This design comes from an exercise in tuning for small area, a short achievable clock period and few clock cycles per item on the open sky130 flow, not from production work.
The RTL was checked by simulation tests, not by an equivalence proof against the original design.
Power is estimated from default activity; no workload was simulated.

## muldiv_iter
module muldiv_iter
#(
    parameter int XLEN     = 64,
    parameter bit WORD_OPS = 1
) (
    input  logic            clk,
    input  logic            rst,
    input  logic            flush,
    input  logic            in_valid,
    output logic            in_ready,
    input  logic [3:0]      op,
    input  logic [XLEN-1:0] rs1,
    input  logic [XLEN-1:0] rs2,
    output logic            out_valid,
    input  logic            out_ready,
    output logic [XLEN-1:0] result,
    output logic            busy
);
Size in the first run: roughly 2,700 cells after synthesis, roughly 300 flip-flops, roughly 200 I/O pins, ~25,000 um^2 of cells after synthesis.
Settings: LEC_CHECK=0, CAP_MARGIN=20, CORE_MARGIN=2, CORE_UTILIZATION=45, CTS_BUF_LIST=sky130_fd_sc_hd__clkbuf_8, SLEW_MARGIN=20, TNS_END_PERCENT=0; clock period 10.0 ns.
standard.sh (not shown) runs the stock make flow with config.mk's settings and CLKGATE_MAP_FILE= SYNTH_SCRIPT=/design/flow/synth_recipe.tcl, a recipe that flattens the netlist after the stock synthesis.
==> flow/flow/run.sh <==
#!/bin/bash
set -euo pipefail
bash standard.sh SETUP_SLACK_MARGIN=6.5 finish > standard_flow.log 2>&1
Testbench counts at the start, summed over its fixed seeds: cycles 31,238, items 2,400.
Edit:
==> flow/run.sh (new file) <==
#!/bin/bash
# synth_recipe.tcl (not shown) runs the flow's synth.tcl, then flattens the netlist and writes it again
# the make line also repeats each setting of config.mk as NAME=value (left out here)
make -C /OpenROAD-flow-scripts/flow DESIGN_CONFIG=/design/flow/config.mk WORK_HOME=/design/flow/orfs CLKGATE_MAP_FILE= SYNTH_SCRIPT=/design/flow/synth_recipe.tcl finish
Settings changed: CORE_UTILIZATION 45 to 50, CTS_BUF_LIST sky130_fd_sc_hd__clkbuf_8 to not set, SETUP_SLACK_MARGIN set to 5.
removed: flow/flow/run.sh
removed: flow/standard.sh
Result: The new run ran to the end with no violations; area after synthesis does not change; cell count goes down by a few percent; sequential share of layout area goes up by 0.77 points; hold slack is better by 0.012 ns.
Edit:
==> flow/flow/run.sh (new file) <==
#!/bin/bash
set -euo pipefail
bash standard.sh SETUP_SLACK_MARGIN=6.0 finish > standard_flow.log 2>&1
==> flow/standard.sh (new file) <==
#!/bin/bash
# synth_recipe.tcl (not shown) runs the flow's synth.tcl, then flattens the netlist and writes it again
# the make line also repeats each setting of config.mk as NAME=value (left out here)
make -C /OpenROAD-flow-scripts/flow DESIGN_CONFIG=/design/flow/config.mk WORK_HOME=/design/flow/orfs CLKGATE_MAP_FILE= SYNTH_SCRIPT=/design/flow/synth_recipe.tcl "${@:-finish}"
Settings changed: CORE_UTILIZATION 50 to 45, CTS_BUF_LIST set to sky130_fd_sc_hd__clkbuf_8, SETUP_SLACK_MARGIN 5 to not set.
removed: flow/run.sh
What happened: The new run passed the timing, design-rule and antenna checks; cell area grows by 2.6%; routed wire length climbs by 4.1%; register-to-register slack improved by 0.19 ns; core utilization decreases by 4.9 points; sequential share of layout area came out lower by 0.77 points; via count is higher by 0.95%; fmax rises by 5.5%; die area grows by 11%; first-iteration DRC count goes down by 20%.
Edit:
==> flow/run.sh (new file) <==
#!/bin/bash
# synth_recipe.tcl (not shown) runs the flow's synth.tcl, then flattens the netlist and writes it again
# the make line also repeats each setting of config.mk as NAME=value (left out here)
make -C /OpenROAD-flow-scripts/flow DESIGN_CONFIG=/design/flow/config.mk WORK_HOME=/design/flow/orfs CLKGATE_MAP_FILE= SYNTH_SCRIPT=/design/flow/synth_recipe.tcl finish
Settings changed: CTS_BUF_LIST sky130_fd_sc_hd__clkbuf_8 to not set, SETUP_SLACK_MARGIN set to 5.
removed: flow/flow/run.sh
removed: flow/standard.sh
The new run completed with no timing, DRC or antenna violations.
Wire length goes down by 2.7%.
First-iteration DRC count goes up by 10%.
Setup slack degrades by 0.22 ns.
Via count goes down by 1.5%.
Fmax goes down by 4.5%.
Core utilization goes down by 1.1 points.

========
## P
Another version of the RTL of muldiv_iter (not shown whole).
Size: ~3100 cells after synthesis, ~27000 µm² of cells after synthesis.
export LEC_CHECK = 0
export CAP_MARGIN = 20
export CORE_MARGIN = 2
export CORE_UTILIZATION = 45
export SLEW_MARGIN = 20
export TNS_END_PERCENT = 0
create_clock -name core_clock -period 10.0 [get_ports {clk}]
==> flow/flow/run.sh <==
#!/bin/bash
# The standard layout (the standard.sh, standard synthesis unchanged), with
# timing repair asked to leave 6.5 ns of setup slack at the 10 ns clock.
set -euo pipefail
bash standard.sh SETUP_SLACK_MARGIN=6.5 finish > standard_flow.log 2>&1
P reached the end of the flow, and the finished layout is clean on the timing, design-rule and antenna checks.
Testbench counts of P, summed over its fixed seeds: cycles 31,068, items 2,400.
diff inputs: P => Q
Settings: an added SETUP_SLACK_MARGIN of 5.
==> flow/run.sh (new file) <==
#!/bin/bash
# synth_recipe.tcl (not shown) runs the flow's synth.tcl, then flattens the netlist and writes it again
# the make line also repeats each setting of config.mk as NAME=value (left out here)
make -C /OpenROAD-flow-scripts/flow DESIGN_CONFIG=/design/flow/config.mk WORK_HOME=/design/flow/orfs CLKGATE_MAP_FILE= SYNTH_SCRIPT=/design/flow/synth_recipe.tcl finish
removed: flow/flow/run.sh
removed: flow/standard.sh
- Across Q and P, none had a timing, DRC or antenna violation.
- | utilization of the core after routing | higher: P |
- Diff P -> Q | final worst-path cycle share | increase of 2.0 points
- [compare] base=P new=Q: routed wire length lower; clock share of power now sits higher.

==> afterwards: timing with drivers on the ports <==
In the flow no input, the clock included, has a driving cell. The finished layouts below were timed again as built, in two steps. Step 1 (the two cells are an assumption about what drives the block):
set clk [get_ports {clk}]
set_driving_cell -lib_cell sky130_fd_sc_hd__clkbuf_16 $clk
set_driving_cell -lib_cell sky130_fd_sc_hd__buf_2 [delete_from_list [all_inputs] $clk]
Step 2 adds t to the input delays and takes it off the output delays; t is the mean of the earliest and latest rising clock arrival at the registers after step 1. Input paths then give back, and output paths get back, about the clock's delay inside the block. Three values: ideal ports, drivers, drivers and shift; two values: the first two.
| run | shift t [ns] | setup WS [ns] | worst setup path after step 2 | clock arrival spread, ns | worst data-port slew with drivers (ns) |
|---|---|---|---|---|---|
| the first run of note 1 | 0.736 | 5.319 / 5.319 / 4.755 | input to register | 0.052 / 0.051 | 0.07 |
| the second run of note 1 | 0.623 | 5.063 / 5.098 / 4.475 | input to register | 0.029 / 0.029 | 0.09 |
| the third run of note 1 | 0.736 | 5.319 / 5.319 / 4.755 | input to register | 0.052 / 0.051 | 0.07 |
| the fourth run of note 1 | 0.630 | 5.096 / 5.096 / 4.615 | input to register | 0.020 / 0.020 | 0.05 |
| P | 0.633 | 5.171 / 5.171 / 4.708 | input to register | 0.024 / 0.024 | 0.13 |
| Q | 0.618 | 4.973 / 4.973 / 4.499 | input to register | 0.019 / 0.020 | 0.09 |
After both steps every run listed still meets setup and hold. For the second run of note 1, which loses most, drivers alone change the setup slack by +0.035 ns; drivers and shift together by -0.588 ns.
